What follows belongs to an exercise in optimizing a design on an open flow for small area, a short achievable clock period and few clock cycles per item; a production flow would make more cautious choices.
In this exercise RTL edits were held to simulation tests only and were not proved equivalent to the original.
Power and IR drop assume default switching activity.

==> flow/design.v <==
package proc_pkg;
    localparam logic [3:0] OP_NOP = 4'd0;
    localparam logic [3:0] OP_LD  = 4'd1;
    localparam logic [3:0] OP_STR = 4'd2;
    localparam logic [3:0] OP_BRA = 4'd3;
    localparam logic [3:0] OP_XOR = 4'd4;
    localparam logic [3:0] OP_ADD = 4'd5;
    localparam logic [3:0] OP_ROT = 4'd6;
    localparam logic [3:0] OP_SHF = 4'd7;
    localparam logic [3:0] OP_HLT = 4'd8;
    localparam logic [3:0] OP_CMP = 4'd9;
    localparam logic [2:0] BR_ALWAYS = 3'd0;
    localparam logic [2:0] BR_P      = 3'd1;
    localparam logic [2:0] BR_E      = 3'd2;
    localparam logic [2:0] BR_C      = 3'd3;
    localparam logic [2:0] BR_N      = 3'd4;
    localparam logic [2:0] BR_Z      = 3'd5;
    localparam logic [2:0] BR_NC     = 3'd6;
    localparam logic [2:0] BR_GT     = 3'd7;
    localparam int PSR_C = 0;
    localparam int PSR_P = 1;
    localparam int PSR_E = 2;
    localparam int PSR_N = 3;
    localparam int PSR_Z = 4;
endpackage
module proc_alu (
    input  logic [31:0] x,         
    input  logic [31:0] y,         
    input  logic        sel_add,   
    input  logic        sel_sh,    
    input  logic [4:0]  k,         
    input  logic        m_all,     
    input  logic        m_zero,    
    input  logic        m_pos,     
    input  logic        c_en,      
    output logic [31:0] result,
    output logic        carry
);
    logic [32:0] sum;
    logic [31:0] rot;
    logic [63:0] dbl;
    logic [31:0] mask;
    always_comb begin
        sum = {1'b0, x} + {1'b0, y};
        dbl = {x, x} << k;
        rot = dbl[63:32];
        for (int i = 0; i < 32; i++) begin
            mask[i] = m_all | (~m_zero & (m_pos ? (5'(i) >= k) : (5'(i) < k)));
        end
        if (sel_add)     result = sum[31:0];
        else if (sel_sh) result = rot & mask;
        else             result = x ^ y;
        if (sel_add)     carry = sum[32];
        else if (sel_sh) carry = c_en & (m_pos ? rot[0] : rot[31]);
        else             carry = 1'b0;
    end
endmodule
import proc_pkg::*;
module proc_mc
#(
    parameter  int BUSW   = 32,
    parameter  int RWORDS = 16,
    parameter  int IMMW   = 12,
    parameter  int PSRW   = 5,
    localparam int RINDW  = $clog2(RWORDS)
) (
    input  logic             clk,
    input  logic             rst,
    input  logic             in_valid,
    output logic             in_ready,
    input  logic [3:0]       opcode,
    input  logic             src_is_imm,
    input  logic [IMMW-1:0]  src_op,
    input  logic [RINDW-1:0] dst_op,
    output logic [BUSW-1:0]  res,
    output logic             res_valid,
    output logic [PSRW-1:0]  status,
    output logic             br_taken,
    output logic             halted,
    output logic             illegal
);
    logic [RWORDS-1:0][BUSW-1:0] rf_q;
    logic [RWORDS-1:0]           rfv_q;
    logic             hlt_acc_q;
    logic             a_v_q;
    logic [3:0]       a_op_q;
    logic             a_imm_q;
    logic [IMMW-1:0]  a_src_q;
    logic [RINDW-1:0] a_dst_q;
    logic             acc;
    assign in_ready = ~hlt_acc_q;
    assign acc      = in_valid & ~hlt_acc_q;
    always_ff @(posedge clk or posedge rst) begin
        if (rst) begin
            hlt_acc_q <= 1'b0;
            a_v_q     <= 1'b0;
        end else begin
            hlt_acc_q <= hlt_acc_q | (acc & (opcode == OP_HLT));
            a_v_q     <= acc;
        end
    end
    always_ff @(posedge clk) begin
        a_op_q  <= opcode;
        a_imm_q <= src_is_imm;
        a_src_q <= src_op;
        a_dst_q <= dst_op;
    end
    logic             e_v_q, e_wr_q, e_upd_q, e_bra_q, e_ill_q, e_hlt_q;
    logic [2:0]       e_cond_q;
    logic [RINDW-1:0] e_dst_q;
    logic [BUSW-1:0]  e_x_q, e_y_q;
    logic             e_add_q, e_sh_q, e_mall_q, e_mzero_q, e_mpos_q, e_cen_q;
    logic [4:0]       e_k_q;
    logic             w_v_q, w_wr_q, w_upd_q, w_bra_q, w_ill_q, w_hlt_q, w_c_q;
    logic [2:0]       w_cond_q;
    logic [RINDW-1:0] w_dst_q;
    logic [BUSW-1:0]  w_r_q;
    logic [BUSW-1:0]  alu_res;
    logic             alu_c;
    logic d_ld, d_str, d_bra, d_xor, d_add, d_rot, d_shf, d_hlt, d_cmp, d_ill;
    logic d_wr, d_upd, d_x_reg, d_y_reg;
    logic d_cnt_zero, d_cnt_pos, d_big;
    logic [RINDW-1:0] d_sidx;
    logic [BUSW-1:0]  d_xb, d_yb, d_x, d_y;
    logic [RWORDS-1:0] d_x_sel, d_y_sel;
    logic             d_x_w, d_y_w;
    logic d_x_fe, d_y_fe;
    always_comb begin
        d_ld  = (a_op_q == OP_LD);
        d_str = (a_op_q == OP_STR);
        d_bra = (a_op_q == OP_BRA);
        d_xor = (a_op_q == OP_XOR);
        d_add = (a_op_q == OP_ADD);
        d_rot = (a_op_q == OP_ROT);
        d_shf = (a_op_q == OP_SHF);
        d_hlt = (a_op_q == OP_HLT);
        d_cmp = (a_op_q == OP_CMP);
        d_ill = (a_op_q >= 4'd10);
        d_wr  = d_ld | d_xor | d_add | d_rot | d_shf | d_cmp;
        d_upd = d_wr | d_str;
        d_x_reg = d_str | d_xor | d_add | d_rot | d_shf;
        d_y_reg = (d_ld | d_xor | d_add | d_cmp) & ~a_imm_q;
        d_cnt_zero = (a_src_q == '0);
        d_cnt_pos  = ~a_src_q[IMMW-1] & ~d_cnt_zero;
        d_big      = a_src_q[IMMW-1] ? ((a_src_q[IMMW-2:5] != '1) | (a_src_q[4:0] == '0))
                                     : (a_src_q[IMMW-2:5] != '0);
        d_sidx = a_src_q[RINDW-1:0];
        d_x_w = d_x_reg & w_v_q & w_wr_q & (w_dst_q == a_dst_q);
        d_y_w = d_y_reg & w_v_q & w_wr_q & (w_dst_q == d_sidx);
        for (int r = 0; r < RWORDS; r++) begin
            d_x_sel[r] = d_x_reg & ~d_x_w & rfv_q[r] & (a_dst_q == RINDW'(r));
            d_y_sel[r] = d_y_reg & ~d_y_w & rfv_q[r] & (d_sidx  == RINDW'(r));
        end
        d_xb = {BUSW{d_x_w}} & w_r_q | {BUSW{d_cmp}};
        d_yb = {BUSW{d_y_w}} & w_r_q | ({BUSW{(d_ld | d_xor | d_add | d_cmp) & a_imm_q}} & BUSW'(a_src_q));
        for (int r = 0; r < RWORDS; r++) begin
            d_xb = d_xb | ({BUSW{d_x_sel[r]}} & rf_q[r]);
            d_yb = d_yb | ({BUSW{d_y_sel[r]}} & rf_q[r]);
        end
        d_x_fe = d_x_reg & e_v_q & e_wr_q & (e_dst_q == a_dst_q);
        d_y_fe = d_y_reg & e_v_q & e_wr_q & (e_dst_q == d_sidx);
        d_x = d_x_fe ? alu_res : d_xb;
        d_y = d_y_fe ? alu_res : d_yb;
    end
    always_ff @(posedge clk or posedge rst) begin
        if (rst) begin
            e_v_q <= 1'b0;
        end else begin
            e_v_q <= a_v_q;
        end
    end
    always_ff @(posedge clk) begin
        e_wr_q    <= d_wr;
        e_upd_q   <= d_upd;
        e_bra_q   <= d_bra;
        e_ill_q   <= d_ill;
        e_hlt_q   <= d_hlt;
        e_cond_q  <= a_src_q[2:0];
        e_dst_q   <= a_dst_q;
        e_x_q     <= d_x;
        e_y_q     <= d_y;
        e_add_q   <= d_add;
        e_sh_q    <= d_rot | d_shf;
        e_k_q     <= a_src_q[4:0];
        e_mall_q  <= ~d_shf | d_cnt_zero;
        e_mzero_q <= d_big;
        e_mpos_q  <= d_cnt_pos;
        e_cen_q   <= ~d_cnt_zero & ~(d_shf & d_big);
    end
    proc_alu u_alu (
        .x       (e_x_q),
        .y       (e_y_q),
        .sel_add (e_add_q),
        .sel_sh  (e_sh_q),
        .k       (e_k_q),
        .m_all   (e_mall_q),
        .m_zero  (e_mzero_q),
        .m_pos   (e_mpos_q),
        .c_en    (e_cen_q),
        .result  (alu_res),
        .carry   (alu_c)
    );
    always_ff @(posedge clk or posedge rst) begin
        if (rst) begin
            w_v_q <= 1'b0;
        end else begin
            w_v_q <= e_v_q;
        end
    end
    always_ff @(posedge clk) begin
        w_wr_q   <= e_wr_q;
        w_upd_q  <= e_upd_q;
        w_bra_q  <= e_bra_q;
        w_ill_q  <= e_ill_q;
        w_hlt_q  <= e_hlt_q;
        w_cond_q <= e_cond_q;
        w_dst_q  <= e_dst_q;
        w_r_q    <= alu_res;
        w_c_q    <= alu_c;
    end
    logic [4:0] psr_q, w_flags, w_psr;
    logic       w_cond;
    logic       o_v_q, o_br_q, o_ill_q, halted_q;
    logic [BUSW-1:0] o_res_q;
    logic [4:0] o_st_q;
    always_comb begin
        w_flags        = '0;
        w_flags[PSR_C] = w_c_q;
        w_flags[PSR_P] = ~^w_r_q;
        w_flags[PSR_E] = ~w_r_q[0];
        w_flags[PSR_N] = w_r_q[BUSW-1];
        w_flags[PSR_Z] = (w_r_q == '0);
        w_psr = w_upd_q ? w_flags : psr_q;
        case (w_cond_q)
            BR_ALWAYS: w_cond = 1'b1;
            BR_P:      w_cond = psr_q[PSR_P];
            BR_E:      w_cond = psr_q[PSR_E];
            BR_C:      w_cond = psr_q[PSR_C];
            BR_N:      w_cond = psr_q[PSR_N];
            BR_Z:      w_cond = psr_q[PSR_Z];
            BR_NC:     w_cond = ~psr_q[PSR_C];
            default:   w_cond = ~psr_q[PSR_N] & ~psr_q[PSR_Z];
        endcase
    end
    always_ff @(posedge clk or posedge rst) begin
        if (rst) begin
            psr_q    <= '0;
            rfv_q    <= '0;
            o_v_q    <= 1'b0;
            halted_q <= 1'b0;
        end else begin
            o_v_q <= w_v_q;
            if (w_v_q) begin
                psr_q <= w_psr;
                if (w_wr_q) rfv_q[w_dst_q] <= 1'b1;
                if (w_hlt_q) halted_q <= 1'b1;
            end
        end
    end
    for (genvar r = 0; r < RWORDS; r++) begin : g_rf
        always_ff @(posedge clk) begin
            if (w_v_q && w_wr_q && (w_dst_q == RINDW'(r))) rf_q[r] <= w_r_q;
        end
    end
    always_ff @(posedge clk) begin
        o_res_q <= w_r_q;
        o_st_q  <= w_psr;
        o_br_q  <= w_bra_q & w_cond;
        o_ill_q <= w_ill_q;
    end
    assign res       = o_res_q;
    assign res_valid = o_v_q;
    assign status    = PSRW'(o_st_q);
    assign br_taken  = o_br_q;
    assign illegal   = o_ill_q;
    assign halted    = halted_q;
endmodule
==> flow/config.mk <==
export PLATFORM = sky130hd
export DESIGN_NAME = proc_mc
export DESIGN_NICKNAME = proc_mc
export VERILOG_FILES = /design/flow/design.v
export SDC_FILE = /design/flow/constraint.sdc
export NUM_CORES = 4
export LEC_CHECK = 0
export ABC_CLOCK_PERIOD_IN_PS = 3000
export CAP_MARGIN = 20
export CORE_MARGIN = 2
export CORE_UTILIZATION = 40
export CTS_CLUSTER_DIAMETER = 100
export CTS_CLUSTER_SIZE = 22
export SETUP_SLACK_MARGIN = 5
export SLEW_MARGIN = 20
==> flow/constraint.sdc <==
create_clock -name core_clock -period 9.0 [get_ports {clk}]
set_input_delay 1.8000 -clock core_clock [delete_from_list [all_inputs] [get_ports {clk}]]
set_output_delay 1.8000 -clock core_clock [all_outputs]
set_load 0.01 [all_outputs]
standard.sh (not shown) runs the stock make flow with config.mk's settings and CLKGATE_MAP_FILE= SYNTH_SCRIPT=/design/flow/synth_recipe.tcl, a recipe that flattens the netlist after the stock synthesis.
==> flow/flow/run.sh <==
#!/bin/bash
# Standard ORFS layout, with repair_timing aiming for more setup slack.
set -euo pipefail
bash standard.sh SETUP_SLACK_MARGIN=6 finish > standard.log 2>&1
Testbench counts at the start, summed over its fixed seeds: cycles 16,032, items 16,000.
Change:
--- a/flow/design.v
+++ b/flow/design.v
@@ -81,21 +81,21 @@
 );
     logic [RWORDS-1:0][BUSW-1:0] rf_q;
     logic [RWORDS-1:0]           rfv_q;
-    logic             hlt_acc_q;
+    logic             ready_q;
     logic             a_v_q;
     logic [3:0]       a_op_q;
     logic             a_imm_q;
     logic [IMMW-1:0]  a_src_q;
     logic [RINDW-1:0] a_dst_q;
     logic             acc;
-    assign in_ready = ~hlt_acc_q;
-    assign acc      = in_valid & ~hlt_acc_q;
-    always_ff @(posedge clk or posedge rst) begin
-        if (rst) begin
-            hlt_acc_q <= 1'b0;
+    assign in_ready = ready_q;
+    assign acc      = in_valid & ready_q;
+    always_ff @(posedge clk or posedge rst) begin
+        if (rst) begin
+            ready_q   <= 1'b1;
             a_v_q     <= 1'b0;
         end else begin
-            hlt_acc_q <= hlt_acc_q | (acc & (opcode == OP_HLT));
+            if (acc && opcode == OP_HLT) ready_q <= 1'b0;
             a_v_q     <= acc;
         end
     end
@@ -222,7 +222,6 @@
     logic       w_cond;
     logic       o_v_q, o_br_q, o_ill_q, halted_q;
     logic [BUSW-1:0] o_res_q;
-    logic [4:0] o_st_q;
     always_comb begin
         w_flags        = '0;
         w_flags[PSR_C] = w_c_q;
@@ -264,13 +263,12 @@
     end
     always_ff @(posedge clk) begin
         o_res_q <= w_r_q;
-        o_st_q  <= w_psr;
         o_br_q  <= w_bra_q & w_cond;
         o_ill_q <= w_ill_q;
     end
     assign res       = o_res_q;
     assign res_valid = o_v_q;
-    assign status    = PSRW'(o_st_q);
+    assign status    = PSRW'(psr_q);
     assign br_taken  = o_br_q;
     assign illegal   = o_ill_q;
     assign halted    = halted_q;
Outcome: The new run finished with timing, DRC and antenna clean. Synthesized area went down by 1.7%. Power went down by 2.0%. Clock-buffer cell count does not change. Non-clock buffer count went up by 32. Hold slack barely changes. Synthesized cell count went down by 4.3%. Combinational power went down by 8.0%. Routed wire length went down by 1.8%. First-iteration DRC count went down by 2.7%. Setup slack hardly moves.
Testbench counts after the change, summed over its fixed seeds: cycles 16,032, items 16,000.

-- separate check: timing with driven ports --
The flow's constraints put no driver on any port. The routed layouts listed below were extracted and timed again, unchanged, in two steps. Step 1 (the two cells are an assumption about what drives the block):
set clk [get_ports {clk}]
set_driving_cell -lib_cell sky130_fd_sc_hd__clkbuf_16 $clk
set_driving_cell -lib_cell sky130_fd_sc_hd__buf_2 [delete_from_list [all_inputs] $clk]
Step 2 times the ports against the registers' clock, not the clock port: input delays grow and output delays shrink by t, the midpoint of the rising clock arrivals with the driver on. a / b / c = no drivers / after step 1 / after step 2; a / b = the first two.
| run | t (ns) | setup WS [ns] | hold slack, ns | clock arrival spread, ns | slew at the worst register clock pin (ns) |
|---|---|---|---|---|---|
| the first run | 0.693 | 5.951 / 5.943 / 5.951 | 0.334 / 0.334 / 0.334 | 0.050 / 0.049 | 0.10 / 0.10 |
| the second run | 0.661 | 5.953 / 5.889 / 5.974 | 0.333 / 0.333 / 0.333 | 0.034 / 0.034 | 0.10 / 0.10 |
After both steps setup and hold are still met in every run listed.
